This is an optimization exercise on Yosys and OpenROAD, whose aim is small area, a short achievable clock period and few clock cycles, not a production implementation.
At most, simulation tests tie the RTL to the original design; equivalence was not proved.
The RTL of runs 1, 2 and 8 was laid out without a check of its function.
No activity file was given, so power comes from the tool's default toggle rates.

==> design/flow/design.v <==
`default_nettype none
package scaler_pkg;
    localparam int SRC_WIDTH  = 160;
    localparam int SRC_HEIGHT = 120;
    localparam int SCALE = 2;
    localparam int READ_LATENCY = 2;
    typedef logic [18:0] addr_t;
    typedef logic [7:0]  pixel_t;
    typedef enum logic [3:0] {
        MODE_REPLICATE = 4'd0,
        MODE_DECIMATE  = 4'd1,
        MODE_AVERAGE   = 4'd3,
        MODE_COPY      = 4'd4
    } mode_t;
endpackage
`default_nettype wire
`timescale 1ns/1ps
`default_nettype none
module image_scaler (
    input  logic        clk,
    input  logic        reset,
    input  logic [3:0]  mode,
    output logic [18:0] rom_addr,
    input  logic [7:0]  rom_data,
    output logic [18:0] ram_wraddr,
    output logic [7:0]  ram_data,
    output logic        ram_wren,
    output logic        done
);
    logic rep, dec, avg, copy;
    logic m_rep, m_dec, m_avg, m_copy;
    logic hold, hr;
    assign m_rep  = (mode == 4'd0);
    assign m_dec  = (mode == 4'd1);
    assign m_avg  = (mode == 4'd3);
    assign m_copy = (mode == 4'd4);
    assign hold = (m_rep & rep) | (m_dec & dec) | (m_avg & avg) | (m_copy & copy);
    function automatic logic [3:0] step_of(input logic f_rep, input logic f_dec,
                                           input logic f_avg, input logic f_copy,
                                           input logic [1:0] f_sub, input logic f_rowend,
                                           input logic f_ry);
        logic up, dn, e1, e2;
        up = (f_dec & f_rowend) | (f_avg & ((f_sub == 2'd0) | ((f_sub == 2'd3) & f_rowend)));
        dn = (f_rep & f_sub[0] & f_rowend & ~f_ry) | (f_avg & (f_sub == 2'd2));
        e2 = f_dec;
        e1 = f_copy | (f_rep & f_sub[0]) | (f_avg & f_sub[0]);
        step_of = {up, dn, e2, e1};
    endfunction
    logic        run;
    logic [14:0] A;
    logic [8:0]  c;        
    logic        ry;       
    logic        rowend;   
    logic        last;     
    logic [3:0]  step;
    logic [1:0]  sub, sube;
    logic        rd, go, prelast, rowend_n, ry_n;
    logic [5:0]  lo;
    logic [10:0] hi;
    assign sub  = c[1:0];
    assign sube = dec ? 2'b11 : sub;
    assign rd   = hr & run;
    assign go   = rd & ~last;
    assign prelast = (copy & (A == 15'd19198))
                   | ((avg | (rep & ry & ~c[0])) & (A == 15'd19199))
                   | (dec & (A == 15'd19036));
    assign rowend_n = ~rowend & (dec ? (c[8:2] == 7'd78) : (c == 9'd318));
    assign ry_n     = ry ^ rowend;
    assign lo = {1'b0, A[4:0]} + {4'd0, step[1], step[0]};
    assign hi = {A[14:5], 1'b1} + {{7{step[2]}}, step[3], step[2], step[3] | step[2], lo[5]};
    always_ff @(posedge clk) begin
        A      <= go ? {hi[10:1], lo[4:0]} : 15'd0;
        c      <= (go & ~rowend) ? {c[8:2], sube} + 9'd1 : 9'd0;
        ry     <= go & ry_n;
        rowend <= go & rowend_n;
        step   <= hr ? step_of(rep, dec, avg, copy, sub + 2'd1, rowend_n, ry_n)
                     : step_of(rep, dec, avg, copy, 2'd0, 1'b0, 1'b0);
    end
    logic        rw1, rl1, rw2, rl2;
    logic [7:0]  P;
    logic [9:0]  acc;
    logic [16:0] W;
    always_ff @(posedge clk or negedge reset) begin
        if (!reset) begin
            hr   <= 1'b0;
            ram_wren <= 1'b0;
            done <= 1'b0;
        end else begin
            hr   <= hold;
            ram_wren <= hold & rw2;
            done <= hold & (done | rl2);
        end
    end
    always_ff @(posedge clk) begin
        rep  <= m_rep;
        dec  <= m_dec;
        avg  <= m_avg;
        copy <= m_copy;
        run  <= hr ? (run & ~last) : (rep | dec | avg | copy);
        last <= go & prelast;
        rw1  <= hold & rd & (~avg | (sub == 2'd3));
        rl1  <= hold & rd & last;
        rw2  <= hold & rw1;
        rl2  <= hold & rl1;
    end
    always_ff @(posedge clk) begin
        P   <= rom_data;
        acc <= (avg & (sub != 2'd2)) ? acc + {2'b00, P} : (avg ? {2'b00, P} : {P, 2'b00});
        W   <= hr ? W + {16'd0, ram_wren} : 17'd0;
    end
    assign rom_addr   = {4'd0, A};
    assign ram_wraddr = {2'd0, W};
    assign ram_data   = acc[9:2];
endmodule
`default_nettype wire
==> design/flow/flow/run.sh <==
#!/bin/bash
# The standard layout (standard.sh, unchanged synthesis), with plain buffers
# instead of delay cells on the ports. Full make output in standard.log.
bash standard.sh BUFFER_PORTS_ARGS="-buffer_cell sky130_fd_sc_hd__buf_2" finish > standard.log 2>&1
==> design/flow/standard.sh <==
#!/bin/bash
# synth_recipe.tcl (not shown) runs the flow's synth.tcl, then flattens the netlist and writes it again
# the make line also repeats each setting of config.mk as NAME=value (left out here)
make -C /OpenROAD-flow-scripts/flow DESIGN_CONFIG=/design/flow/config.mk WORK_HOME=/design/flow/orfs CLKGATE_MAP_FILE= SYNTH_SCRIPT=/design/flow/synth_recipe.tcl "${@:-finish}"
==> design/flow/config.mk <==
export PLATFORM = sky130hd
export DESIGN_NAME = image_scaler
export DESIGN_NICKNAME = image_scaler
export VERILOG_FILES = /design/flow/design.v
export SDC_FILE = /design/flow/constraint.sdc
export NUM_CORES = 4
export LEC_CHECK = 0
export CAP_MARGIN = 20
export CORE_MARGIN = 2
export CORE_UTILIZATION = 40
export SETUP_SLACK_MARGIN = 2.8
export SLEW_MARGIN = 20
==> design/flow/constraint.sdc <==
create_clock -name core_clock -period 5.0 [get_ports {clk}]
set_input_delay 1.0000 -clock core_clock [delete_from_list [all_inputs] [get_ports {clk}]]
set_output_delay 1.0000 -clock core_clock [all_outputs]
set_load 0.01 [all_outputs]
==> results_dict.tcl, run 1 <==
set metrics [dict create \
    status "complete, no violations" \
    grt_pass1_vias 2770 \
    crit_path_cell_trace "ha_4 > a21o_1 > and2_4 > fa_2 > a21oi_2 > o211a_1 > a211oi_4 > nor4b_2 > a311o_1" \
    synth_flop_cell "dfxtp_1" \
    grtUsageMet2_pct 23.8 \
    grt.total_usage_pct 15.2 \
    setup_tns_ns 0 \
    finalCritPeriodShare_pct 44.9 \
    maxCapViolCount 0 \
    dp_hpwl_um 5270 \
    clock_latency_ns 0.34 \
    grt_max_degree 27 \
    critPathTopFamily "compound AO/OA/AOI/OAI gates" \
    synth_top_area_cell "dfxtp_1" \
    path_clk_slew_ns 0.08 \
    start_kind "flip-flop" \
    power_mw 1.16 \
    avgViaCountPerCell 5.14 \
    drive_gt1_share_pct 22.9 \
    first_pass_iters 4 \
    ant_nets 0 \
    start_util_pct 41.0 \
    rows 35 \
    critPathArrivalTime_ns 2.53 \
    routed_wl_um 7560 \
    setup-violations-final 0 \
    hold_ws_ns 0.432 \
    final_area_um2 4390 \
    syn_area_um2 3770 \
    netlist_instances 406 \
    synth_seq_cells 78 \
    yosysSeqAreaShare_pct 41.8 \
    grt_use_met1_pct 19.9 \
    critPathMaxStageDelay_ns 0.36 \
    wire_per_inst_um 13.0 \
    cts-root-buf "clkbuf_8" \
    n_antenna_cell 0 \
    ir_worst_vdd_uv 101 \
    power_density_nw_per_um2 264 \
    layout_common_cells "dfxtp_1 (71), buf_2 (55), nor2_1 (37)" \
    grt.overflow.total 0 \
    rsz0062_at_grt "true" \
    die-area_um2 10200 \
    period_needed_ns 2.24 \
    cts_buffers 9 \
    globalRouteMet3Util_pct 3.33 \
    synth_edf_count 0 \
    syn2layout_area_growth_pct 16.3 \
    synth-async-reset-ratio_pct 3.85 \
    syn_area_per_cell_um2 9.29 \
    gp_routability_congestion 0.855 \
    port_buffers 55 \
    layout_commonest_cell "dfxtp_1" \
    grt.busiest_layer "met2" \
    cts_max_level 3 \
    fillers 907 \
    vias 2993 \
    path_buf_inv 0 \
    hold_violations 0 \
    yosys-top-cells-area "dfxtp_1 (40%), ha_1 (7.3%), xnor2_1 (4.6%)" \
    die_h_um 101 \
    synth_top_area_share_pct 39.8 \
    min-delay-path-class "reg -> reg" \
    relSlewSlack_pct 44.4 \
    worstSetupPathType "reg -> reg" \
    core_um2 9200 \
    path_max_fanout 3 \
    postPlaceCellArea_um2 4070 \
    layoutNonFillerInstCount 582 \
    worstMarginPinSlew_ns 0.833 \
    drcViolationCount 0 \
    io_pins 62 \
    leakagePower_nw 1.94 \
    die_x_um 101 \
    required_ns 5.29 \
    antenna_found_initial 0 \
    fin_skew_ns 0.00827 \
    finalMaxSlewViolations 0 \
    fmax_mhz 446 \
    dr.first_iter.drc_count 101 \
    yosys.cell_types.count 63 \
    grt_pass1_wl_um 12500 \
    regToRegSetupSlack_ns 2.76 \
    synth_warnings 1 \
    cts_tree "done" \
    critPathCaptureType "flip-flop" \
    layout.nets 505 \
    cts_max_path_buffers 2 \
    dp.cells 554 \
    worst_path_max_delay_cell "dfxtp_4" \
    cts.sinks 78 \
]
==> metrics by stage <==
step	util (%)	setup WS, ns
3_5_place_dp	44.2	2.70
2_1_floorplan	-	2.84
6_report	47.7	2.76
4_1_cts	46.6	2.79
3_3_place_gp	44.2	2.77
5_1_grt	47.7	2.63
==> registers in the layout (all words and copies together), names as in the netlist <==
name,count
W,17
A,15
acc,10
c,9
P,8
step,4
avg,1
copy,1
dec,1
done,1
hr,1
last,1
ram_wren,1
rep,1
rl1,1
rl2,1
rowend,1
run,1
rw1,1
rw2,1
ry,1
==> power breakdown <==
part	internal (mW)	switching (mW)	total [mW]
Combinational	0.0392	0.0415	0.0807
Clock	0.206	0.229	0.436
Sequential	0.631	0.0108	0.642
==> worst paths after layout <==
kind	from	endpoint	cells after the start
max	step[1]	A[14]	9
min in group asynchronous	reset	ram_wren	1
min	rw1	rw2	1
min reg2reg	rw1	rw2	1
max reg2reg	step[1]	A[14]	9
max in group asynchronous	reset	hr	1
==> cell usage after synthesis, types with 7 or more instances <==
library cell,instances
a21oi_1,13
and2_1,22
buf_4,14
clkbuf_1,8
dfxtp_1,75
ha_1,22
inv_1,8
nand2_1,25
nand3_1,14
nand4_1,7
nor2_1,37
nor2b_1,7
nor3_1,13
o21ai_0,19
xnor2_1,20
xor2_1,13
==> logic make-up (layout without fill, tap and decap cells) <==
logic type               after synthesis  after routing  share of synthesized area, %
AO/OA/AOI/OAI                         78             78                          14.2
XOR/XNOR                              33             33                          7.66
adder cells (fa/ha/maj)               25             25                          8.89
buffers and inverters                 31             91                          4.51
flip-flops                            78             78                          41.8
multiplexers                           2              2                         0.564
other                                  1              6                        0.0994
AND/OR/NAND/NOR                      158            158                          22.3
==> repair_timing <==
item                                   4_1_cts  5_1_grt
buffers inserted                             3        9
endpoints found under the hold margin        0        0
gates resized for setup                      3        8
hold buffers                                 0        0
pin swaps                                    5       11
setup endpoints to repair                    2       15
==> final cells by class <==
cell class,instances,area [um^2],share of cell area [%]
tap,111,139,3.17
inverter,8,30.0,0.684
multi-input combinational,302,2080,47.4
clock inverter,5,33.8,0.770
clock buffer,11,151,3.45
sequential,78,1590,36.2
timing repair buffer,67,365,8.33
==> layer usage <==
layer / part of all wire (%) / vias to the layer above
met4: 1.5 / 0
met3: 4.9 / 9
met2: 46 / 60
met1: 48 / 1387
li1: - / 1537
met5: 0 / -
==> run 2, diff against run 1 <==
--- a/design/flow/config.mk
+++ b/design/flow/config.mk
@@ -8,5 +8,5 @@
 export CAP_MARGIN = 20
 export CORE_MARGIN = 2
 export CORE_UTILIZATION = 40
-export SETUP_SLACK_MARGIN = 2.8
+export SETUP_SLACK_MARGIN = 3.0
 export SLEW_MARGIN = 20
==> run 2 against run 1 <==
  * Still clean on timing, DRC and antenna
  * Hold slack got worse by 0.0095 ns
  * Area after synthesis did not move
  * Die area did not move
  * Largest cell class unchanged
  * Highest routed layer unchanged
  * Sequential power barely moved
  * Routed wire length rose by 2.3%
==> results_dict.tcl, run 2 <==
set metrics [dict create \
    critPathMaxStageDelay_ns 0.36 \
    vias 2995 \
    clock_latency_ns 0.35 \
    critPathCaptureType "flip-flop" \
    synth-simple-area-share_pct 22.3 \
    regMostFlops "W" \
    syn_area_um2 3770 \
    ant_nets 0 \
    min-delay-path-class "reg -> reg" \
    rows 35 \
    synth_flop_cell "dfxtp_1" \
    cts_buffers 9 \
    yosysSeqAreaShare_pct 41.8 \
    syn_area_per_cell_um2 9.29 \
    die-area_um2 10200 \
    antenna_found_initial 0 \
    finalCritPeriodShare_pct 42.9 \
    grt.overflow.total 0 \
    setup-violations-final 0 \
    synth.area.mux_share_pct 0.564 \
    drcViolationCount 0 \
    relSlewSlack_pct 41.5 \
    period_needed_ns 2.14 \
    die_x_um 101 \
    synth_warnings 1 \
    worst_path_max_delay_cell "dfxtp_4" \
    cts_max_path_buffers 2 \
    grt.total_usage_pct 16.1 \
    core_um2 9200 \
    setup_tns_ns 0 \
    yosys-top-cells-area "dfxtp_1 (40%), ha_1 (7.3%), xnor2_1 (4.6%)" \
    worstMarginPinSlew_ns 0.876 \
    dp_hpwl_um 5430 \
    synth_top_area_cell "dfxtp_1" \
    reg2reg_from "step[1]" \
    synth_top_family_by_area "simple AND/OR/NAND/NOR gates" \
    gp_routability_congestion 0.851 \
    hold_ws_ns 0.423 \
    required_ns 5.25 \
    n_antenna_cell 0 \
    cts-root-buf "clkbuf_8" \
    critPathLaunch "step[1]" \
    critPathArrivalTime_ns 2.39 \
    io_pins 62 \
    crit_path_cell_trace "ha_4 > a21o_1 > and2_4 > fa_2 > buf_4 > buf_6 > a21o_2 > a21oi_2 > xor2_1 > nor2_1" \
    status "complete, no violations" \
    largest_reg_flops 17 \
    yosys.cell_types.count 63 \
    synth-async-reset-ratio_pct 3.85 \
    hp-start "rl1" \
    syn2layout_area_growth_pct 16.8 \
    layout.nets 501 \
    yosysMostFrequentCell "dfxtp_1" \
    routed_wl_um 7730 \
    fmax_mhz 466 \
    cts_tree "done" \
    maxCapViolCount 0 \
    path_buf_inv 2 \
    worstSetupPathType "reg -> reg" \
    reg_top3 "W: 17 flops, A: 15 flops, acc: 10 flops" \
    fin_skew_ns 0.00759 \
    grt_pass1_wl_um 13200 \
    finalMaxSlewViolations 0 \
    cts.sinks 78 \
    hold_violations 0 \
    synth_common_cells "dfxtp_1 (75), nor2_1 (37), nand2_1 (25), and2_1 (22), ha_1 (22)" \
    first_pass_iters 4 \
    ir_worst_vdd_uv 145 \
    synth_seq_cells 78 \
    path_clk_slew_ns 0.08 \
    drive_gt1_share_pct 24.0 \
    fillers 894 \
    grt_max_degree 27 \
    die_h_um 101 \
    synth_compound_area_share_pct 14.2 \
    power_density_nw_per_um2 274 \
    dr.first_iter.drc_count 112 \
    synth_xor_area_share_pct 7.66 \
    rsz0062_at_grt "true" \
    synth_fa_ha_area_share_pct 8.89 \
    cts_max_level 3 \
    critPathTopFamily "adder cells" \
    leakagePower_nw 1.93 \
    path_max_fanout 2 \
    layout_common_cells "dfxtp_1 (69), buf_2 (55), nor2_1 (37)" \
    synth_top_area_share_pct 39.8 \
    layout_commonest_cell "dfxtp_1" \
    avgViaCountPerCell 5.18 \
    start_kind "flip-flop" \
    wire_per_inst_um 13.4 \
    start_util_pct 41.0 \
    port_buffers 55 \
    grt_pass1_vias 2957 \
    netlist_instances 406 \
    synth_edf_count 0 \
]
==> run 2: logic make-up after synthesis <==
| kind of cell | after synthesis |
|---|---|
| other cells | 1 |
| buf+inv | 31 |
| flops | 78 |
| fa+ha+maj | 25 |
| xor+xnor | 33 |
| mux | 2 |
| compound gates | 78 |
| simple gates | 158 |
==> run 2: worst register-to-register path: cells and delay by family (launching register included) <==
family | cells | cell delay (ns)
buffers and inverters | 2 | 0.26
AO/OA/AOI/OAI | 3 | 0.51
XOR/XNOR | 1 | 0.15
flip-flops | 1 | 0.36
AND/OR/NAND/NOR | 2 | 0.19
adder cells (fa/ha/maj) | 2 | 0.58
==> run 2: repair_timing <==
action,4_1_cts,5_1_grt
pin swaps,10,5
resized for setup,8,8
setup endpoints to repair,18,15
setup buffers,7,1
hold buffers,0,0
==> run 2: worst paths after layout <==
path	slack [ns]	end	depth (start not counted)
worst max-delay path	2.86	A[8]	10
worst min register to register	0.42	rl2	1
max in group asynchronous	4.45	hr	1
min in group asynchronous	0.43	done	1
worst min-delay path	0.42	rl2	1
worst max register to register	2.86	A[8]	10
==> run 2: layout make-up <==
| type | count | area, um^2 | share of cell area (%) |
|---|---|---|---|
| clock buffers | 13 | 159 | 3.61 |
| clock inverters | 3 | 42.5 | 0.965 |
| inverters | 8 | 30.0 | 0.681 |
| multi-input cells | 302 | 2110 | 47.8 |
| flip-flops and latches | 78 | 1590 | 36.1 |
| well taps | 111 | 139 | 3.15 |
| repair buffers | 63 | 339 | 7.69 |
==> run 2: metal layers <==
metal	share of wire (%)	vias to the layer above	wire (um)	track usage, %
li1	-	1535	-	-
met1	46	1392	3570	20.5
met2	48	57	3670	25.7
met3	4.5	11	346	5.13
met4	1.8	0	140	6.03
met5	0	-	0	0
==> run 2: where the power goes <==
group          switching, mW  internal [mW]  total [mW]  leakage, nW
Sequential            0.0110          0.631       0.642        0.655
Combinational         0.0429         0.0398      0.0827         1.17
Clock                  0.227          0.258       0.485       0.0996
==> run 2: metrics by stage <==
step / power [mW] / setup slack, ns / utilization (%) / std cells / instance area [um^2]
detailed placement: 0.738 / 2.78 / 44.5 / 554 / 4090
global placement: 0.736 / 2.82 / 44.5 / 554 / 4090
CTS: 1.23 / 2.86 / 47.6 / 577 / 4370
finish: 1.21 / 2.86 / 47.9 / 578 / 4410
global route: 1.27 / 2.77 / 47.9 / 578 / 4410
floorplan: 0.725 / 2.88 / - / 411 / 3820
==> run 3, diff against run 2 <==
--- a/design/flow/design.v
+++ b/design/flow/design.v
@@ -48,29 +48,30 @@
     endfunction
     logic        run;
     logic [14:0] A;
-    logic [8:0]  c;        
+    logic [1:0]  sub;      
+    logic [2:0]  xh;       
     logic        ry;       
     logic        rowend;   
     logic        last;     
     logic [3:0]  step;
-    logic [1:0]  sub, sube;
     logic        rd, go, prelast, rowend_n, ry_n;
     logic [5:0]  lo;
     logic [10:0] hi;
-    assign sub  = c[1:0];
-    assign sube = dec ? 2'b11 : sub;
     assign rd   = hr & run;
     assign go   = rd & ~last;
     assign prelast = (copy & (A == 15'd19198))
-                   | ((avg | (rep & ry & ~c[0])) & (A == 15'd19199))
+                   | ((avg | (rep & ry & ~sub[0])) & (A == 15'd19199))
                    | (dec & (A == 15'd19036));
-    assign rowend_n = ~rowend & (dec ? (c[8:2] == 7'd78) : (c == 9'd318));
+    assign rowend_n = ~rowend & (xh == 3'd4)
+                    & ((((rep & ~sub[0]) | (avg & (sub == 2'd2))) & (A[4:0] == 5'd31))
+                       | (dec & (A[4:0] == 5'd28)));
     assign ry_n     = ry ^ rowend;
     assign lo = {1'b0, A[4:0]} + {4'd0, step[1], step[0]};
     assign hi = {A[14:5], 1'b1} + {{7{step[2]}}, step[3], step[2], step[3] | step[2], lo[5]};
     always_ff @(posedge clk) begin
         A      <= go ? {hi[10:1], lo[4:0]} : 15'd0;
-        c      <= (go & ~rowend) ? {c[8:2], sube} + 9'd1 : 9'd0;
+        sub    <= go ? sub + 2'd1 : 2'd0;
+        xh     <= (go & ~rowend) ? xh + {2'd0, lo[5]} : 3'd0;
         ry     <= go & ry_n;
         rowend <= go & rowend_n;
         step   <= hr ? step_of(rep, dec, avg, copy, sub + 2'd1, rowend_n, ry_n)
--- a/design/flow/config.mk
+++ b/design/flow/config.mk
@@ -8,5 +8,5 @@
 export CAP_MARGIN = 20
 export CORE_MARGIN = 2
 export CORE_UTILIZATION = 40
-export SETUP_SLACK_MARGIN = 3.0
+export SETUP_SLACK_MARGIN = 2.8
 export SLEW_MARGIN = 20
==> run 3 against run 2 <==
  * Area after synthesis decreased by 6.7%
  * Clock-buffer cell count is 2 lower
  * Hold slack got worse by 0.011 ns
  * Critical path type unchanged
  * Largest cell class unchanged
==> results_dict.tcl, run 3 <==
set metrics [dict create \
    finalCritPeriodShare_pct 43.1 \
    postPlaceCellArea_um2 3830 \
    ir_worst_vdd_uv 147 \
    critPathTopFamily "simple AND/OR/NAND/NOR gates" \
    min-delay-path-class "reg -> reg" \
    setup-violations-final 0 \
    reg2reg_depth 8 \
    drive_gt1_share_pct 24.0 \
    start_util_pct 40.8 \
    layout.nets 481 \
    p_sw_share_pct 23.3 \
    status "complete, no violations" \
    dr.first_iter.drc_count 70 \
    internal-power_mw 0.892 \
    synth_top_area_cell "dfxtp_1" \
    routed_wl_um 6860 \
    rsz0062_at_grt "true" \
    fin_skew_ns 0.00988 \
    required_ns 5.29 \
    worstMarginPinSlew_ns 0.713 \
    hold_buffers 0 \
    wire_per_inst_um 12.5 \
    cts_max_path_buffers 2 \
    crit_path_end "A[13]" \
    synth_top_area_share_pct 40.4 \
    die_h_um 97.8 \
    power_density_nw_per_um2 278 \
    grt_pass1_vias 2557 \
    synth_flop_cell "dfxtp_1" \
    final_area_um2 4190 \
    p_clk_share_pct 40.9 \
    period_needed_ns 2.16 \
    yosys.cell_types.count 57 \
    r2r-end "A[13]" \
    syn_area_um2 3520 \
    synth_edf_count 0 \
    start_kind "flip-flop" \
    grt_max_degree 26 \
    fmax_mhz 464 \
    crit_path_cell_trace "or2_2 > ha_4 > nand3_1 > nor3_1 > o31ai_2 > a211oi_2 > or4b_1 > nand2_1" \
    pwr-share-comb_pct 6.7 \
    finalMaxSlewViolations 0 \
    vias 2729 \
    cts.sinks 74 \
    cts_tree "done" \
    syn2layout_area_growth_pct 18.9 \
    worstSetupPathType "reg -> reg" \
    leakagePower_nw 1.81 \
    path_buf_inv 0 \
    worst_path_max_delay_cell "or4b_1" \
    dp_hpwl_um 4740 \
    yosys-top-cells-area "dfxtp_1 (40%), ha_1 (9.6%), nor2_1 (6.0%)" \
    setup_tns_ns 0 \
    critPathLaunch "step[3]" \
    synth_seq_cells 74 \
    p_sw_mw 0.270 \
    gp_routability_congestion 0.816 \
    first_pass_iters 4 \
    grt.total_usage_pct 15.0 \
    reg_top3 "W: 17 flops, A: 15 flops, acc: 10 flops" \
    die-area_um2 9570 \
    netlist_instances 380 \
    path_max_fanout 3 \
    cts_max_level 3 \
    critPathCaptureType "flip-flop" \
    syn_area_per_cell_um2 9.26 \
    critPathArrivalTime_ns 2.45 \
    yosysMostFrequentCell "dfxtp_1" \
    clock_latency_ns 0.35 \
    n_antenna_cell 0 \
    reg2reg_from "step[3]" \
    crit_cells 8 \
    largest_reg_flops 17 \
    avgViaCountPerCell 4.96 \
    grt_pass1_wl_um 11800 \
    synth-async-reset-ratio_pct 4.05 \
    hold_violations 0 \
    seqPwrFrac_pct 52.4 \
    core_um2 8640 \
    path_clk_slew_ns 0.08 \
    regMostFlops "W" \
    synth_warnings 1 \
    cts_buffers 9 \
    regToRegSetupSlack_ns 2.84 \
    port_buffers 55 \
    ant_nets 0 \
    drcViolationCount 0 \
    layout_commonest_cell "dfxtp_1" \
    io_pins 62 \
    layout_common_cells "dfxtp_1 (66), nor2_1 (55), buf_2 (55)" \
    antenna_found_initial 0 \
    synth_common_cells "dfxtp_1 (71), nor2_1 (56), ha_1 (27), a21oi_1 (22), nand2_1 (19)" \
    rows 34 \
    cts-root-buf "clkbuf_8" \
    relSlewSlack_pct 52.4 \
    grt.overflow.total 0 \
    die_x_um 97.8 \
    maxCapViolCount 0 \
    critPathMaxStageDelay_ns 0.52 \
    yosysSeqAreaShare_pct 42.5 \
]
[run 3: per-layer routing]
layer	GRT usage [%]	part of all wire, %
met5	0	0
met4	6.41	1.8
met3	3.01	3.9
met2	23.0	44
met1	20.7	50
[run 3: metrics by stage]
step / setup slack (ns) / total power [mW] / hold WS (ns) / cells / util (%)
after floorplan: 2.82 / 0.687 / 0.371 / 385 / -
after global placement: 2.62 / 0.697 / 0.408 / 527 / 44.3
after detailed placement: 2.45 / 0.699 / 0.413 / 527 / 44.3
after CTS: 2.81 / 1.18 / 0.420 / 547 / 47.7
after global routing: 2.77 / 1.22 / 0.427 / 550 / 48.5
final: 2.84 / 1.16 / 0.412 / 550 / 48.5
[run 3: area by class of cell]
type | count | area [um^2]
fillers | 866 | 4450
multi-input cells | 274 | 1940
flip-flops and latches | 74 | 1510
repair buffers | 63 | 335
clock buffers | 11 | 151
well taps | 108 | 135
inverters | 15 | 56.3
clock inverters | 5 | 52.6
[run 3: worst min path at each step]
| stage | start | to | cells after the start | slack (ns) |
|---|---|---|---|---|
| finish | dec | step[1] | 0 | 0.41 |
| global route | reset | done | 1 | 0.43 |
| CTS | reset | ram_wren | 1 | 0.42 |
| detailed placement | rl1 | rl2 | 1 | 0.41 |
| global placement | rw1 | rw2 | 1 | 0.41 |
| floorplan | dec | step[1] | 0 | 0.37 |
[run 3: repair_timing]
action	CTS	global route
resized for setup	12	10
pin swaps	8	10
endpoints found under the setup margin	4	5
setup buffers	4	3
[run 3: logic make-up after synthesis]
group                    synth area share, %
adder cells (fa/ha/maj)                 11.3
flip-flops                              42.5
other                                  0.107
AND/OR/NAND/NOR                         19.9
buffers and inverters                   5.44
multiplexers                            1.74
AO/OA/AOI/OAI                           11.6
XOR/XNOR                                7.47
[run 3: power groups by stage]
stage	clock network (mW)	registers (mW)	logic (mW)
3_3_place_gp	0	0.623	0.0733
6_report	0.476	0.608	0.0780
3_5_place_dp	0	0.624	0.0750
4_1_cts	0.492	0.609	0.0755
5_1_grt	0.515	0.610	0.0893
2_1_floorplan	0	0.620	0.0666
Testbench counts of run 3, summed over its fixed seeds: cycles 960,128.
==> run 4, diff against run 3 <==
--- a/design/flow/config.mk
+++ b/design/flow/config.mk
@@ -8,5 +8,5 @@
 export CAP_MARGIN = 20
 export CORE_MARGIN = 2
 export CORE_UTILIZATION = 40
-export SETUP_SLACK_MARGIN = 2.8
+export SETUP_SLACK_MARGIN = 3.0
 export SLEW_MARGIN = 20
==> run 4 against run 3 <==
  * Critical endpoint is now A[12]
  * Largest power group unchanged
  * Sequential share of layout area decreased by 0.47 points
  * Sequential power about the same
  * Routed wire length up 2.7%
  * Hold slack better by 0.0082 ns
  * Power shrank 0.90%
  * Synthesized cell count stayed put
  * Clock skew is 0.00095 ns higher
  * Fmax rose by 2.7%
==> results_dict.tcl, run 4 <==
set metrics [dict create \
    required_ns 5.23 \
    cts_max_level 3 \
    regMostFlops "W" \
    finalMaxSlewViolations 0 \
    rows 34 \
    synth_seq_cells 74 \
    layout.nets 487 \
    ir_worst_vdd_uv 154 \
    critPathLaunch "step[1]" \
    cts_max_path_buffers 2 \
    start_util_pct 40.8 \
    synth-simple-area-share_pct 19.9 \
    n_antenna_cell 0 \
    hp-start "dec" \
    reg_top3 "W: 17 flops, A: 15 flops, acc: 10 flops" \
    regToRegSetupSlack_ns 2.90 \
    first_pass_iters 4 \
    syn_area_per_cell_um2 9.26 \
    min_to "step[1]" \
    setup-violations-final 0 \
    worstMarginPinSlew_ns 0.698 \
    relSlewSlack_pct 53.4 \
    grt.overflow.total 0 \
    cts_tree "done" \
    dp.cells 527 \
    synth-async-reset-ratio_pct 4.05 \
    synth.area.mux_share_pct 1.74 \
    drive_gt1_share_pct 27.5 \
    ant_nets 0 \
    dp_hpwl_um 4900 \
    yosysMostFrequentCell "dfxtp_1" \
    grt_pass1_wl_um 11900 \
    synth_warnings 1 \
    avgViaCountPerCell 4.90 \
    layoutNonFillerInstCount 556 \
    critPathArrivalTime_ns 2.33 \
    dr.first_iter.drc_count 37 \
    path_clk_slew_ns 0.08 \
    synth_flop_cell "dfxtp_1" \
    postPlaceCellArea_um2 3890 \
    port_buffers 55 \
    vias 2725 \
    grt.busiest_layer "met2" \
    synth_edf_count 0 \
    die-area_um2 9570 \
    clock_latency_ns 0.34 \
    cts_buffers 9 \
    die_h_um 97.8 \
    synth_top_area_cell "dfxtp_1" \
    start_kind "flip-flop" \
    cts-root-buf "clkbuf_8" \
    core_um2 8640 \
    leakagePower_nw 1.82 \
    worstSetupPathType "reg -> reg" \
    fin_skew_ns 0.0108 \
    path_max_fanout 3 \
    gp_routability_congestion 0.812 \
    netlist_instances 380 \
    layout_common_cells "dfxtp_1 (60), buf_2 (55), nor2_1 (54)" \
    routed_wl_um 7040 \
    wire_per_inst_um 12.7 \
    final_area_um2 4260 \
    syn2layout_area_growth_pct 21.1 \
    globalRouteMet3Util_pct 3.22 \
    min-delay-path-class "reg -> reg" \
    layout_commonest_cell "dfxtp_1" \
    cts.sinks 74 \
    synth_top_family_by_area "simple AND/OR/NAND/NOR gates" \
    setup_tns_ns 0 \
    min_path_cells 0 \
    die_x_um 97.8 \
    io_pins 62 \
    syn_area_um2 3520 \
    r2r-end "A[12]" \
    synth_fa_ha_area_share_pct 11.3 \
    power_density_nw_per_um2 270 \
    status "complete, no violations" \
    synth_top_area_share_pct 40.4 \
    critPathCaptureType "flip-flop" \
    reg2reg_depth 11 \
    finalCritPeriodShare_pct 42.0 \
    hold_violations 0 \
    maxCapViolCount 0 \
    drcViolationCount 0 \
    hold_buffers 0 \
    grt_max_degree 26 \
    fmax_mhz 476 \
    power_mw 1.15 \
    grtUsageMet2_pct 23.7 \
    synth_xor_area_share_pct 7.47 \
    yosysSeqAreaShare_pct 42.5 \
    largest_reg_flops 17 \
    yosys-top-cells-area "dfxtp_1 (40%), ha_1 (9.6%), nor2_1 (6.0%)" \
    rsz0062_at_grt "true" \
    antenna_found_initial 0 \
    grt.total_usage_pct 15.1 \
    reg2reg_from "step[1]" \
    grt_use_met1_pct 20.3 \
    period_needed_ns 2.10 \
    synth_common_cells "dfxtp_1 (71), nor2_1 (56), ha_1 (27), a21oi_1 (22), nand2_1 (19)" \
    yosys.cell_types.count 57 \
    synth_compound_area_share_pct 11.6 \
    grt_pass1_vias 2574 \
]
## run 4: cell type report
class / instances / area (um^2)
tap: 108 / 135
inverter: 15 / 56.3
timing repair buffer: 69 / 380
fill: 833 / 4370
multi-input combinational: 274 / 1980
clock inverter: 6 / 66.3
clock buffer: 10 / 128
sequential: 74 / 1520
## run 4: cell families after synthesis
logic type | Yosys count
and+or+nand+nor | 138
other | 1
DFF | 74
xor gates and xnor gates | 30
muxes | 6
AOI/OAI and AO/OA | 64
buffers and inverters | 37
adders and majority gates | 30
## run 4: worst max path at each step
| stage | to | cells past startpoint |
|---|---|---|
| 5_1_grt | A[12] | 11 |
| 4_1_cts | A[13] | 8 |
| 3_3_place_gp | rw1 | 6 |
| 3_5_place_dp | rw1 | 6 |
| 6_report | A[12] | 11 |
| 2_1_floorplan | A[12] | 11 |
## run 4: power breakdown
group	internal, mW	switching, mW	total (mW)
combinational	0.0400	0.0417	0.0816
clock	0.231	0.230	0.461
sequential	0.599	0.00982	0.609
total	0.870	0.281	1.15
## run 4: critical path, cell delays in order (launching register included)
cell,delay (ns)
dfxtp_2,0.34
ha_4,0.27
a21oi_4,0.06
nor2_2,0.11
inv_1,0.07
fa_2,0.34
nand2b_4,0.16
a21oi_4,0.16
o41ai_2,0.10
o21bai_1,0.19
xnor2_1,0.13
nor2_1,0.05
## run 4: through the flow
| step | setup WS [ns] | utilization, % | hold WS, ns |
|---|---|---|---|
| 2_1_floorplan | 2.91 | - | 0.371 |
| 4_1_cts | 2.93 | 48.2 | 0.414 |
| 3_5_place_dp | 2.73 | 45.0 | 0.410 |
| 6_report | 2.90 | 49.3 | 0.420 |
| 3_3_place_gp | 2.79 | 45.0 | 0.409 |
| 5_1_grt | 2.76 | 49.3 | 0.409 |
## run 4: routing by layer
layer  up-vias  part of all wire (%)
li1       1409                     -
met1      1267                    50
met2        41                    45
met3         8                   3.3
met4         0                   1.2
met5         -                     0
## run 4: repair_timing
item	4_1_cts	5_1_grt
pin swaps	13	9
endpoints found under the hold margin	0	0
setup endpoints to repair	5	17
setup buffers	7	6
gates resized for setup	10	16
==> run 5, diff against run 4 <==
--- a/design/flow/design.v
+++ b/design/flow/design.v
@@ -67,11 +67,14 @@
                        | (dec & (A[4:0] == 5'd28)));
     assign ry_n     = ry ^ rowend;
     assign lo = {1'b0, A[4:0]} + {4'd0, step[1], step[0]};
-    assign hi = {A[14:5], 1'b1} + {{7{step[2]}}, step[3], step[2], step[3] | step[2], lo[5]};
+    logic z4, cy;
+    assign cy = z4 & (step[1] | (step[0] & A[0]));
+    assign hi = {A[14:5], 1'b1} + {{7{step[2]}}, step[3], step[2], step[3] | step[2], cy};
     always_ff @(posedge clk) begin
         A      <= go ? {hi[10:1], lo[4:0]} : 15'd0;
+        z4     <= go & (&lo[4:1]);
         sub    <= go ? sub + 2'd1 : 2'd0;
-        xh     <= (go & ~rowend) ? xh + {2'd0, lo[5]} : 3'd0;
+        xh     <= (go & ~rowend) ? xh + {2'd0, cy} : 3'd0;
         ry     <= go & ry_n;
         rowend <= go & rowend_n;
         step   <= hr ? step_of(rep, dec, avg, copy, sub + 2'd1, rowend_n, ry_n)
==> run 5 against run 4 <==
  * Area after synthesis grew 2.2%
  * Global-route usage down 0.15 points
  * Setup slack better by 0.16 ns
  * Clock-buffer cell count down 1
  * Critical path type unchanged
  * Largest power group unchanged
==> results_dict.tcl, run 5 <==
set metrics [dict create \
    grt_pass1_wl_um 11900 \
    worstSetupPathType "reg -> reg" \
    setup_ws_ns 3.06 \
    required_ns 5.28 \
    worst_path_max_delay_cell "dfxtp_4" \
    layout_commonest_cell "dfxtp_1" \
    yosysMostFrequentCell "dfxtp_1" \
    final_area_um2 4230 \
    first_pass_iters 4 \
    hold_violations 0 \
    layoutNonFillerInstCount 554 \
    path_max_fanout 6 \
    core_um2 8720 \
    yosys.cell_types.count 46 \
    dp_hpwl_um 5070 \
    port_buffers 55 \
    hold_buffers 0 \
    grt.total_usage_pct 15.0 \
    synth_edf_count 0 \
    routed_wl_um 7070 \
    setup-violations-final 0 \
    antenna_found_initial 0 \
    min-delay-path-class "reg -> reg" \
    finalMaxSlewViolations 0 \
    cts_max_path_buffers 2 \
    path_clk_slew_ns 0.08 \
    cts.sinks 75 \
    fmax_mhz 514 \
    fin_skew_ns 0.0124 \
    synth_flop_cell "dfxtp_1" \
    clock_latency_ns 0.35 \
    postPlaceCellArea_um2 3910 \
    layout_common_cells "dfxtp_1 (67), buf_2 (55), nor2_1 (48)" \
    synth_warnings 1 \
    ant_nets 0 \
    layout.nets 485 \
    die-area_um2 9760 \
    leakagePower_nw 1.81 \
    critPathMaxStageDelay_ns 0.39 \
    finalCritPeriodShare_pct 38.9 \
    synth_top_area_cell "dfxtp_1" \
    grt.overflow.total 0 \
    regMostFlops "W" \
    power_mw 1.21 \
    die_h_um 98.8 \
    path_buf_inv 1 \
    reg2reg_depth 9 \
    start_util_pct 41.2 \
    syn_area_um2 3600 \
    die_x_um 98.8 \
    rows 34 \
    vias 2783 \
    drcViolationCount 0 \
    syn2layout_area_growth_pct 17.7 \
    critPathTopFamily "adder cells" \
    start_kind "flip-flop" \
    cts-root-buf "clkbuf_8" \
    relSlewSlack_pct 65.0 \
    syn_area_per_cell_um2 9.24 \
    yosys-top-cells-area "dfxtp_1 (40%), ha_1 (9.4%), nor2_1 (5.0%)" \
    fillers 837 \
    cts_max_level 3 \
    regToRegSetupSlack_ns 3.06 \
    grt_pass1_vias 2590 \
    synth_seq_cells 75 \
    drive_gt1_share_pct 21.5 \
    cts_tree "done" \
    yosysSeqAreaShare_pct 42.2 \
    n_antenna_cell 0 \
    pre_cts_ws_ns 2.78 \
    avgViaCountPerCell 5.02 \
    synth_top_area_share_pct 40.1 \
    crit_path_cell_trace "ha_4 > o21a_1 > inv_1 > fa_2 > nand2b_4 > a21oi_4 > nor3_2 > a21oi_2 > mux2i_1" \
    rsz0062_at_grt "true" \
    min_path_cells 1 \
    cts_buffers 9 \
    dp.cells 538 \
    worstMarginPinSlew_ns 0.525 \
    min_to "rw2" \
    synth-async-reset-ratio_pct 4.00 \
    period_needed_ns 1.94 \
    r2r-end "A[12]" \
    critPathCaptureType "flip-flop" \
    hp-start "rw1" \
    grt_max_degree 25 \
    status "complete, no violations" \
    setup_tns_ns 0 \
    reg2reg_from "A[0]" \
    gp_routability_congestion 0.916 \
    reg_top3 "W: 17 flops, A: 15 flops, acc: 10 flops" \
    largest_reg_flops 17 \
    synth_common_cells "dfxtp_1 (72), nor2_1 (48), ha_1 (27), nand3_1 (22), a21oi_1 (19)" \
    maxCapViolCount 0 \
    wire_per_inst_um 12.8 \
    ir_worst_vdd_uv 121 \
    dr.first_iter.drc_count 76 \
    critPathArrivalTime_ns 2.22 \
    io_pins 62 \
    netlist_instances 389 \
    power_density_nw_per_um2 286 \
]
## run 5: cell types whose count changed after synthesis, sizes merged, moves of 4 or more
cell,change
and2,+5
a21oi,-5
nor2,-8
o211ai,+4
nor2b,+6
nand3,+10
## run 5: worst max path at each step
stage | from | to | slack, ns | cells past startpoint
floorplan | A[0] | A[12] | 3.03 | 9
global placement | mode[0] | rl1 | 2.84 | 6
detailed placement | mode[0] | rl1 | 2.78 | 6
CTS | A[0] | A[12] | 2.95 | 9
global route | P[0] | acc[8] | 2.96 | 7
finish | A[0] | A[12] | 3.06 | 9
## run 5: cell type report
class	count	area (um^2)	area share, %
inverter	12	45.0	1.06
tap	108	135	3.19
timing repair buffer	56	283	6.68
clock inverter	7	103	2.42
multi-input combinational	287	2020	47.7
sequential	75	1530	36.0
clock buffer	9	124	2.93
## run 5: metrics by stage
stage	utilization (%)	hold WS, ns
finish	48.5	0.434
global route	48.5	0.421
CTS	47.8	0.420
detailed placement	44.8	0.412
global placement	44.8	0.408
floorplan	-	0.371
## run 5: repair_timing
item / 4_1_cts / 5_1_grt
buffers inserted: 0 / 0
gates resized for setup: 9 / 14
pin swaps: 0 / 4
setup endpoints to repair: 9 / 12
## run 5: power by group
| group | internal (mW) | total (mW) | switching [mW] |
|---|---|---|---|
| sequential | 0.608 | 0.616 | 0.00836 |
| clock | 0.284 | 0.520 | 0.236 |
| combinational | 0.0346 | 0.0741 | 0.0395 |
## run 5: kinds of logic (layout without fill, tap and decap cells)
family	count (synthesis)	in the layout	synth area share, %
other cells	1	6	0.104
mux	6	6	1.70
flops	75	75	42.2
simple gates	155	155	22.3
buf+inv	32	84	4.80
compound gates	60	60	10.6
xor+xnor	30	30	7.31
fa+ha+maj	30	30	11.1
## run 5: layer usage
layer / track usage [%] / vias up / share of wire [%]
met2: 23.2 / 54 / 45
met5: 0 / - / 0
met4: 6.85 / 0 / 1.9
met3: 3.48 / 11 / 4.3
met1: 19.9 / 1266 / 49
li1: - / 1452 / -
Testbench counts of run 5, summed over its fixed seeds: cycles 960,128.
==> run 6, diff against run 5 <==
--- a/design/flow/config.mk
+++ b/design/flow/config.mk
@@ -7,6 +7,6 @@
 export LEC_CHECK = 0
 export CAP_MARGIN = 20
 export CORE_MARGIN = 2
-export CORE_UTILIZATION = 40
+export CORE_UTILIZATION = 65
 export SETUP_SLACK_MARGIN = 3.0
 export SLEW_MARGIN = 20
==> run 6 against run 5 <==
  * Setup slack worse by 0.039 ns
  * Clock skew rose by 0.0012 ns
  * Power increased by 6.2%
  * Clock power is 14% higher
  * Still clean on timing, DRC and antenna
  * Cell area increased by 0.65%
  * Sequential cell count did not move
  * Clock-buffer cell count increased by 3
  * Synthesized cell count unchanged
  * Via count is 5.0% higher
  * Register-to-register slack gained 0.03 ns
==> results_dict.tcl, run 6 <==
set metrics [dict create \
    status "complete, no violations" \
    start_kind "flip-flop" \
    synth_top_area_cell "dfxtp_1" \
    synth-async-reset-ratio_pct 4.00 \
    internal-power_mw 1.01 \
    path_buf_inv 2 \
    synth_edf_count 0 \
    synth_common_cells "dfxtp_1 (72), nor2_1 (48), ha_1 (27), nand3_1 (22), a21oi_1 (19)" \
    crit_path_cell_trace "buf_4 > buf_2" \
    path_max_fanout 4 \
    worstSetupPathType "reg -> out" \
    start_util_pct 66.1 \
    first_pass_iters 4 \
    clock_latency_ns 0.35 \
    reg_top3 "W: 17 flops, A: 15 flops, acc: 10 flops" \
    syn_area_um2 3600 \
    synth_flop_cell "dfxtp_1" \
    finalMaxSlewViolations 0 \
    yosysSeqAreaShare_pct 42.2 \
    fin_skew_ns 0.0136 \
    syn2layout_area_growth_pct 18.4 \
    die-area_um2 6140 \
    maxCapViolCount 0 \
    gp_routability_congestion 0.896 \
    reg2reg_from "step[2]" \
    critPathCaptureType "primary output" \
    critPathMaxStageDelay_ns 0.37 \
    relSlewSlack_pct 65.6 \
    setup_tns_ns 0 \
    rows 27 \
    cts-root-buf "clkbuf_8" \
    avgViaCountPerCell 5.61 \
    dr.first_iter.drc_count 156 \
    seqPwrFrac_pct 48.0 \
    synth_warnings 1 \
    worst_path_max_delay_cell "dfxtp_4" \
    cts_buffers 9 \
    p_clk_share_pct 46.2 \
    netlist_instances 389 \
    leakagePower_nw 1.85 \
    finalCritPeriodShare_pct 39.7 \
    wire_per_inst_um 14.1 \
    layout_common_cells "dfxtp_1 (66), buf_2 (55), nor2_1 (48)" \
    pwr-share-comb_pct 5.7 \
    fmax_mhz 504 \
    die_h_um 78.4 \
    grt.overflow.total 0 \
    syn_area_per_cell_um2 9.24 \
    ir_worst_vdd_uv 231 \
    hold_violations 0 \
    layout.nets 488 \
    synth_top_area_share_pct 40.1 \
    cts.sinks 75 \
    routed_wl_um 7350 \
    worstMarginPinSlew_ns 0.515 \
    yosys-top-cells-area "dfxtp_1 (40%), ha_1 (9.4%), nor2_1 (5.0%)" \
    yosysMostFrequentCell "dfxtp_1" \
    antenna_found_initial 0 \
    min-delay-path-class "in -> async" \
    hold_buffers 0 \
    largest_reg_flops 17 \
    yosys.cell_types.count 46 \
    critPathLaunch "A[0]" \
    p_sw_mw 0.271 \
    power_density_nw_per_um2 302 \
    period_needed_ns 1.98 \
    critPathTopFamily "flip-flops" \
    ant_nets 0 \
    regMostFlops "W" \
    layout_commonest_cell "dfxtp_1" \
    vias 2922 \
    required_ns 4.00 \
    cts_max_level 3 \
    n_antenna_cell 0 \
    grt_pass1_vias 2678 \
    p_sw_share_pct 21.1 \
    pre_cts_ws_ns 2.80 \
    grt_max_degree 26 \
    path_clk_slew_ns 0.08 \
    die_x_um 78.4 \
    cts_max_path_buffers 2 \
    io_pins 62 \
    synth_seq_cells 75 \
    cts_tree "done" \
    drcViolationCount 0 \
    core_um2 5440 \
    setup_ws_ns 3.02 \
    port_buffers 55 \
    drive_gt1_share_pct 22.7 \
    grt.total_usage_pct 24.2 \
    grt_pass1_wl_um 11700 \
    dp_hpwl_um 4900 \
    rsz0062_at_grt "true" \
    setup-violations-final 0 \
    critPathArrivalTime_ns 0.98 \
]
## run 6: worst paths after layout
check	end	slack [ns]	cells past startpoint
hold reg to reg	rl2	0.43	1
min in group core_clock	rl2	0.43	1
max in group asynchronous	ram_wren	4.46	1
setup / recovery	rom_addr[0]	3.02	2
hold / removal	hr	0.43	1
setup reg to reg	A[14]	3.09	8
## run 6: area by class of cell
class / count / area (um^2)
Inverter: 12 / 45.0
Timing Repair Buffer: 59 / 305
Tap cell: 72 / 90.1
Sequential cell: 75 / 1530
Multi-Input combinational cell: 287 / 2030
Fill cell: 391 / 1180
Clock inverter: 4 / 95.1
Clock buffer: 12 / 165
## run 6: layer usage
layer  vias to the layer above  global-route usage (%)  wire length (um)
li1                       1443                       -                 -
met1                      1355                    30.8              3300
met2                       100                    37.6              3490
met3                        24                    4.94               369
met4                         0                    15.1               201
met5                         -                       0                 0
## run 6: stage by stage
step	cell area (um^2)	hold slack [ns]	instances	power [mW]	utilization [%]
5_1_grt	4260	0.414	521	1.33	78.3
4_1_cts	4170	0.423	517	1.29	76.6
3_3_place_gp	3860	0.409	501	0.701	70.9
2_1_floorplan	3620	0.371	394	0.691	-
6_report	4260	0.425	521	1.28	78.3
3_5_place_dp	3860	0.417	501	0.703	70.9
## run 6: cells by family (layout without fill, tap and decap cells)
| family | count (synthesis) | count (layout) | synth area share [%] |
|---|---|---|---|
| compound gates | 60 | 60 | 10.6 |
| xor+xnor | 30 | 30 | 7.31 |
| fa+ha+maj | 30 | 30 | 11.1 |
| buf+inv | 32 | 87 | 4.80 |
| flops | 75 | 75 | 42.2 |
| mux | 6 | 6 | 1.70 |
| other cells | 1 | 6 | 0.104 |
| simple gates | 155 | 155 | 22.3 |
## run 6: power by group through the flow
stage                     Clock, mW  Sequential, mW  Combinational [mW]
after floorplan                   0           0.628              0.0628
after global placement            0           0.631              0.0697
after detailed placement          0           0.632              0.0714
after CTS                     0.601           0.617              0.0728
after global routing          0.629           0.619              0.0826
final                         0.594           0.617              0.0737
## run 6: what timing repair did
action	4_1_cts	5_1_grt
gates resized for setup	11	18
hold endpoints to repair	0	0
setup buffers	0	4
endpoints found under the setup margin	9	12
cloned	0	0
pin swaps	1	6
## run 6: worst register-to-register path, delay by kind of cell (launching register included)
family                     cells  cell delay [ns]
adders and majority gates      1             0.37
buffers and inverters          2             0.28
AOI/OAI and AO/OA              2             0.16
DFF                            1             0.37
and+or+nand+nor                3             0.62
==> run 7, diff against run 6 <==
--- a/design/flow/config.mk
+++ b/design/flow/config.mk
@@ -7,6 +7,6 @@
 export LEC_CHECK = 0
 export CAP_MARGIN = 20
 export CORE_MARGIN = 2
-export CORE_UTILIZATION = 65
-export SETUP_SLACK_MARGIN = 3.0
+export CORE_UTILIZATION = 40
+export SETUP_SLACK_MARGIN = 3.2
 export SLEW_MARGIN = 20
==> run 7 against run 6 <==
  * Still clean
  * Clock power fell by 28%
  * Synthesized cell count did not move
  * Sequential power barely moved
  * Clock-buffer cell count fell by 1
  * Critical path type unchanged
==> results_dict.tcl, run 7 <==
set metrics [dict create \
    internal-power_mw 0.862 \
    syn_area_um2 3600 \
    layoutNonFillerInstCount 608 \
    reg_top3 "W: 17 flops, A: 15 flops, acc: 10 flops" \
    setup_tns_ns 0 \
    ant_nets 0 \
    port_buffers 55 \
    p_sw_share_pct 24.7 \
    synth_top_area_share_pct 40.1 \
    status "complete, no violations" \
    netlist_instances 389 \
    fin_util_pct 58.6 \
    worstSetupPathType "reg -> out" \
    grt_pass1_vias 3019 \
    synth_flop_cell "dfxtp_1" \
    globalRouteMet3Util_pct 2.91 \
    period_needed_ns 1.95 \
    rsz0062_at_grt "true" \
    power_density_nw_per_um2 224 \
    synth-async-reset-ratio_pct 4.00 \
    p_sw_mw 0.282 \
    crit_path_cell_trace "buf_4 > buf_6" \
    dp_hpwl_um 5240 \
    dp.cells 538 \
    first_pass_iters 4 \
    ir_worst_vdd_uv 126 \
    layout_common_cells "buf_4 (54), nor2_1 (47), buf_6 (43)" \
    setup_ws_ns 3.05 \
    path_clk_slew_ns 0.08 \
    routed_wl_um 8100 \
    setup-violations-final 0 \
    critPathTopFamily "flip-flops" \
    path_buf_inv 2 \
    rows 34 \
    syn_area_per_cell_um2 9.24 \
    grt_use_met1_pct 21.1 \
    cts_max_level 3 \
    pwr-share-comb_pct 8.8 \
    hold_buffers 0 \
    relSlewSlack_pct 65.0 \
    layout.nets 539 \
    grt_pass1_wl_um 13400 \
    seqPwrFrac_pct 53.7 \
    start_util_pct 41.2 \
    synth_edf_count 0 \
    antenna_found_initial 0 \
    dr.first_iter.drc_count 61 \
    grtUsageMet2_pct 28.4 \
    clock_latency_ns 0.35 \
    synth_seq_cells 75 \
    cts.sinks 75 \
    grt.total_usage_pct 16.9 \
    leakagePower_nw 2.13 \
    maxCapViolCount 0 \
    io_pins 62 \
    start_kind "flip-flop" \
    synth_top_area_cell "dfxtp_1" \
    largest_reg_flops 17 \
    p_clk_share_pct 37.5 \
    die_h_um 98.8 \
    drcViolationCount 0 \
    core_um2 8720 \
    worst_path_max_delay_cell "dfxtp_4" \
    fillers 759 \
    yosysSeqAreaShare_pct 42.2 \
    n_antenna_cell 0 \
    avgViaCountPerCell 5.06 \
    yosys.cell_types.count 46 \
    wire_per_inst_um 13.3 \
    hold_violations 0 \
    power_mw 1.14 \
    worstMarginPinSlew_ns 0.525 \
    regMostFlops "W" \
    yosysMostFrequentCell "dfxtp_1" \
    vias 3079 \
    syn2layout_area_growth_pct 42.2 \
    cts_tree "done" \
    die_x_um 98.8 \
    grt.busiest_layer "met2" \
    grt.overflow.total 0 \
    die-area_um2 9760 \
    finalCritPeriodShare_pct 39.0 \
    fmax_mhz 512 \
    pre_cts_ws_ns 2.90 \
    critPathCaptureType "primary output" \
    required_ns 4.00 \
    layout_commonest_cell "buf_4" \
    finalMaxSlewViolations 0 \
    critPathMaxStageDelay_ns 0.36 \
    yosys-top-cells-area "dfxtp_1 (40%), ha_1 (9.4%), nor2_1 (5.0%)" \
    synth_common_cells "dfxtp_1 (72), nor2_1 (48), ha_1 (27), nand3_1 (22), a21oi_1 (19)" \
    fin_skew_ns 0.00742 \
    gp_routability_congestion 0.874 \
    critPathArrivalTime_ns 0.95 \
    cts-root-buf "clkbuf_8" \
    grt_max_degree 26 \
    cts_buffers 9 \
    synth_warnings 1 \
    path_max_fanout 3 \
    min-delay-path-class "in -> async" \
    cts_max_path_buffers 2 \
    drive_gt1_share_pct 43.6 \
]
[run 7: changes by cell type in the layout (fill, tap and decap cells not counted), moves of 4 or more]
cell / previous run / this run
a21oi_1: 17 / 13
buf_2: 55 / 13
dfxtp_2: 4 / 35
buf_4: 4 / 54
dfxtp_1: 66 / 24
ha_1: 25 / 15
ha_4: 1 / 8
buf_6: 0 / 43
dfxtp_4: 2 / 13
[run 7: area by class of cell]
| type | instances | area, um^2 | area share [%] |
|---|---|---|---|
| multi-input combinational | 287 | 2190 | 42.8 |
| sequential | 75 | 1610 | 31.5 |
| timing repair buffer | 110 | 955 | 18.7 |
| clock buffer | 11 | 151 | 2.96 |
| tap | 108 | 135 | 2.64 |
| inverter | 12 | 45.0 | 0.881 |
| clock inverter | 5 | 27.5 | 0.538 |
[run 7: per-stage QoR]
| step | hold slack (ns) | cell area [um^2] |
|---|---|---|
| global route | 0.410 | 5110 |
| finish | 0.425 | 5110 |
| detailed placement | 0.428 | 3960 |
| floorplan | 0.371 | 3660 |
| CTS | 0.408 | 4850 |
| global placement | 0.412 | 3960 |
[run 7: kinds of logic after synthesis]
group                      count (synthesis)  synth area share (%)
AOI/OAI and AO/OA                         60                  10.6
and+or+nand+nor                          155                  22.3
buffers and inverters                     32                  4.80
DFF                                       75                  42.2
muxes                                      6                  1.70
other                                      1                 0.104
xor gates and xnor gates                  30                  7.31
adders and majority gates                 30                  11.1
[run 7: power by group through the flow]
stage          clock [mW]  combinational [mW]  sequential [mW]
6_report            0.429               0.101            0.614
3_5_place_dp            0              0.0741            0.630
3_3_place_gp            0              0.0731            0.630
5_1_grt             0.467               0.112            0.616
4_1_cts             0.447              0.0844            0.613
2_1_floorplan           0              0.0636            0.628
[run 7: timing repair]
item	in CTS	in global routing
resized for setup	106	41
endpoints found under the setup margin	57	63
setup buffers	43	11
pin swaps	11	32
[run 7: path summary, 6_finish.rpt]
| check | startpoint | end | slack, ns | cells past startpoint |
|---|---|---|---|---|
| setup reg to reg | A[0] | A[12] | 3.12 | 9 |
| setup / recovery | A[0] | rom_addr[0] | 3.05 | 2 |
| hold / removal | reset | hr | 0.43 | 1 |
| hold reg to reg | rw1 | rw2 | 0.43 | 1 |
| min in group core_clock | rw1 | rw2 | 0.43 | 1 |
| max in group asynchronous | reset | ram_wren | 4.47 | 1 |
[run 7: metal layers]
metal / up-vias / wire, um
met4: 0 / 123
met1: 1444 / 3770
met5: - / 0
met3: 11 / 355
met2: 67 / 3850
li1: 1557 / -
==> run 8, diff against run 7 <==
--- a/design/flow/design.v
+++ b/design/flow/design.v
@@ -80,7 +80,7 @@
         step   <= hr ? step_of(rep, dec, avg, copy, sub + 2'd1, rowend_n, ry_n)
                      : step_of(rep, dec, avg, copy, 2'd0, 1'b0, 1'b0);
     end
-    logic        rw1, rl1, rw2, rl2;
+    logic        rw1, rw2;
     logic [7:0]  P;
     logic [9:0]  acc;
     logic [16:0] W;
@@ -92,7 +92,7 @@
         end else begin
             hr   <= hold;
             ram_wren <= hold & rw2;
-            done <= hold & (done | rl2);
+            done <= hold & (done | (hr & ~run & rw2 & ~rw1));
         end
     end
     always_ff @(posedge clk) begin
@@ -103,9 +103,7 @@
         run  <= hr ? (run & ~last) : (rep | dec | avg | copy);
         last <= go & prelast;
         rw1  <= hold & rd & (~avg | (sub == 2'd3));
-        rl1  <= hold & rd & last;
         rw2  <= hold & rw1;
-        rl2  <= hold & rl1;
     end
     always_ff @(posedge clk) begin
         P   <= rom_data;
==> design/flow/flow/run.sh (replaced) <==
#!/bin/bash
# The standard layout (standard.sh, unchanged synthesis), with plain buffers
# instead of delay cells on the ports, and no dummy loads in the clock tree.
# Full make output in standard.log.
bash standard.sh BUFFER_PORTS_ARGS="-buffer_cell sky130_fd_sc_hd__buf_2" \
  CTS_ARGS="-sink_clustering_enable -repair_clock_nets -dont_use_dummy_load" finish > standard.log 2>&1
--- a/design/flow/config.mk
+++ b/design/flow/config.mk
@@ -8,5 +8,5 @@
 export CAP_MARGIN = 20
 export CORE_MARGIN = 2
 export CORE_UTILIZATION = 40
-export SETUP_SLACK_MARGIN = 3.2
+export SETUP_SLACK_MARGIN = 3.0
 export SLEW_MARGIN = 20
==> run 8 against run 7 <==
  * Largest power group unchanged
  * Highest routed layer unchanged
  * Sequential cell count is 2 lower
  * Non-clock buffer count down 52
  * Critical path depth increased by 7
  * Setup slack worse by 0.057 ns
  * Fmax shrank 2.8%
  * Routed wire length shrank 9.3%
  * Cell area is 20% lower
  * Clock power fell by 18%
==> results_dict.tcl, run 8 <==
set metrics [dict create \
    ant_nets 0 \
    cts_tree "done" \
    seqPwrFrac_pct 58.7 \
    reg_top3 "W: 17 flops, A: 15 flops, acc: 10 flops" \
    die_x_um 98.0 \
    largest_reg_flops 17 \
    p_sw_mw 0.240 \
    first_pass_iters 4 \
    critPathCaptureType "flip-flop" \
    wire_per_inst_um 13.5 \
    maxCapViolCount 0 \
    regMostFlops "W" \
    regToRegSetupSlack_ns 2.99 \
    routed_wl_um 7340 \
    cts_max_level 3 \
    grt_max_degree 26 \
    synth_common_cells "dfxtp_1 (70), nor2_1 (51), ha_1 (27), nand3_1 (22), a21oi_1 (19)" \
    reg2reg_depth 9 \
    gp_routability_congestion 0.833 \
    fmax_mhz 498 \
    grt.overflow.total 0 \
    n_antenna_cell 0 \
    internal-power_mw 0.786 \
    rsz0062_at_grt "true" \
    setup_tns_ns 0 \
    r2r-end "A[12]" \
    layout.nets 481 \
    netlist_instances 383 \
    p_clk_share_pct 34.2 \
    finalMaxSlewViolations 0 \
    hold_ws_ns 0.428 \
    syn_area_um2 3530 \
    layout_common_cells "dfxtp_1 (62), buf_2 (54), nor2_1 (50)" \
    syn_area_per_cell_um2 9.23 \
    relSlewSlack_pct 61.7 \
    yosys.cell_types.count 51 \
    start_util_pct 40.9 \
    synth_flop_cell "dfxtp_1" \
    syn2layout_area_growth_pct 15.3 \
    dp_hpwl_um 5160 \
    required_ns 5.24 \
    layoutNonFillerInstCount 543 \
    hold_buffers 0 \
    path_clk_slew_ns 0.08 \
    fin_util_pct 47.2 \
    finalCritPeriodShare_pct 40.2 \
    cts_max_path_buffers 2 \
    start_kind "flip-flop" \
    grt.total_usage_pct 15.6 \
    cts.sinks 73 \
    ir_worst_vdd_uv 106 \
    reg2reg_from "A[0]" \
    rows 34 \
    yosysSeqAreaShare_pct 41.8 \
    core_um2 8640 \
    power_density_nw_per_um2 252 \
    min-delay-path-class "in -> async" \
    clock_latency_ns 0.35 \
    antenna_found_initial 0 \
    synth_seq_cells 73 \
    drive_gt1_share_pct 21.4 \
    period_needed_ns 2.01 \
    cts_buffers 9 \
    layout_commonest_cell "dfxtp_1" \
    cts-root-buf "clkbuf_8" \
    leakagePower_nw 1.72 \
    yosysMostFrequentCell "dfxtp_1" \
    synth_warnings 1 \
    critPathArrivalTime_ns 2.25 \
    die-area_um2 9600 \
    avgViaCountPerCell 5.10 \
    status "complete, no violations" \
    synth-async-reset-ratio_pct 4.11 \
    grt_pass1_vias 2588 \
    pwr-share-comb_pct 7.1 \
    yosys-top-cells-area "dfxtp_1 (40%), ha_1 (9.6%), nor2_1 (5.4%)" \
    port_buffers 55 \
    io_pins 62 \
    dp.cells 530 \
    synth_top_area_share_pct 39.6 \
    power_mw 1.03 \
    grt_pass1_wl_um 12200 \
    p_sw_share_pct 23.3 \
    worstSetupPathType "reg -> reg" \
    synth_edf_count 0 \
    dr.first_iter.drc_count 79 \
    vias 2772 \
    path_max_fanout 4 \
    hold_violations 0 \
    drcViolationCount 0 \
    fin_skew_ns 0.0165 \
    worstMarginPinSlew_ns 0.573 \
    setup-violations-final 0 \
    synth_top_area_cell "dfxtp_1" \
    die_h_um 98.0 \
]
run 8: changes by cell type in the layout (fill, tap and decap cells not counted), moves of 4 or more:
cell,previous run,this run
dfxtp_4,13,2
buf_2,13,54
buf_6,43,1
a21oi_1,13,18
dfxtp_1,24,62
and2_1,10,6
nor3_1,2,6
clkinv_2,4,0
ha_1,15,25
buf_4,54,3
dfxtp_2,35,6
ha_4,8,1
run 8: power by group through the flow:
stage                     Sequential, mW  Combinational, mW  Clock [mW]
after global placement             0.615             0.0690           0
after global routing               0.603             0.0828       0.391
final                              0.602             0.0728       0.351
after floorplan                    0.612             0.0620           0
after CTS                          0.602             0.0713       0.370
after detailed placement           0.615             0.0706           0
run 8: logic make-up (layout without fill, tap and decap cells):
family / Yosys count / in the layout / synth area share (%)
buffers and inverters: 35 / 81 / 5.24
AND/OR/NAND/NOR: 148 / 149 / 21.4
other: 1 / 6 / 0.106
multiplexers: 6 / 6 / 1.77
XOR/XNOR: 30 / 30 / 7.43
AO/OA/AOI/OAI: 60 / 60 / 11.0
flip-flops: 73 / 73 / 41.8
adder cells (fa/ha/maj): 30 / 30 / 11.3
run 8: stage by stage:
step | setup WS, ns | instance area, um^2
2_1_floorplan | 3.02 | 3580
4_1_cts | 2.95 | 4020
6_report | 2.99 | 4070
3_3_place_gp | 2.91 | 3860
3_5_place_dp | 2.85 | 3860
5_1_grt | 2.85 | 4070
run 8: how the worst max path moves through the flow:
stage          depth (start not counted)    start  endpoint
2_1_floorplan                          9     A[0]     A[12]
3_3_place_gp                           8  step[2]     A[12]
3_5_place_dp                           6  mode[0]       rw1
4_1_cts                                9     A[0]     A[12]
5_1_grt                                9     A[0]     A[12]
6_report                               9     A[0]     A[12]
run 8: cell type report:
cell class / instances / area [um^2]
Timing Repair Buffer: 58 / 304
Sequential cell: 73 / 1490
Tap cell: 108 / 135
Inverter: 14 / 52.6
Fill cell: 865 / 4560
Multi-Input combinational cell: 281 / 1970
Clock buffer: 9 / 124
run 8: layer usage:
metal	routed length, um	vias up	global-route usage, %
met3	360	13	3.65
met5	0	-	0
li1	-	1424	-
met1	3750	1264	22.4
met4	137	0	7.05
met2	3090	71	22.2
run 8: worst max-delay path, stage by stage (launching register included):
cell	delay [ns]
dfxtp_4	0.36
ha_4	0.15
o21a_1	0.14
inv_1	0.06
fa_2	0.34
nand2b_4	0.15
a21oi_2	0.15
nor3_1	0.08
a21oi_1	0.14
mux2_2	0.34
run 8: what timing repair did:
item / 4_1_cts / 5_1_grt
setup buffers: 2 / 1
gates resized for setup: 6 / 14
gates cloned: 0 / 1
endpoints found under the setup margin: 8 / 14
pin swaps: 2 / 5

-- port drivers added, routing unchanged --
No port has a modelled driver above. Below, the same layouts with a new extraction and two added sets of constraints.
Step 1 (the two cells are an assumption about what drives the block):
set clk [get_ports {clk}]
set_driving_cell -lib_cell sky130_fd_sc_hd__clkbuf_16 $clk
set_driving_cell -lib_cell sky130_fd_sc_hd__buf_2 [delete_from_list [all_inputs] $clk]
Step 2 adds t to the input delays and takes it off the output delays; t is the mean of the earliest and latest rising clock arrival at the registers after step 1. Input paths then give back, and output paths get back, about the clock's delay inside the block.
Slacks: no drivers / after step 1 / after step 2; pairs: no drivers / after step 1.
| run | t (ns) | setup WS [ns] | hold slack, ns |
|---|---|---|---|
| run 1 | 0.371 | 2.757 / 2.757 / 2.757 | 0.432 / 0.432 / 0.432 |
| run 2 | 0.383 | 2.856 / 2.856 / 2.856 | 0.423 / 0.423 / 0.423 |
| run 3 | 0.370 | 2.843 / 2.843 / 2.728 | 0.412 / 0.412 / 0.412 |
| run 4 | 0.369 | 2.899 / 2.899 / 2.843 | 0.420 / 0.420 / 0.420 |
| run 5 | 0.376 | 3.055 / 3.037 / 2.766 | 0.434 / 0.434 / 0.434 |
| run 6 | 0.376 | 3.016 / 2.987 / 2.793 | 0.425 / 0.433 / 0.433 |
| run 7 | 0.379 | 3.048 / 3.016 / 2.948 | 0.425 / 0.432 / 0.432 |
| run 8 | 0.369 | 2.991 / 2.991 / 2.847 | 0.428 / 0.440 / 0.443 |
After both steps setup and hold are still met in every run listed. For run 5, which loses most, drivers alone change the setup slack by -0.018 ns; drivers and shift together by -0.289 ns.
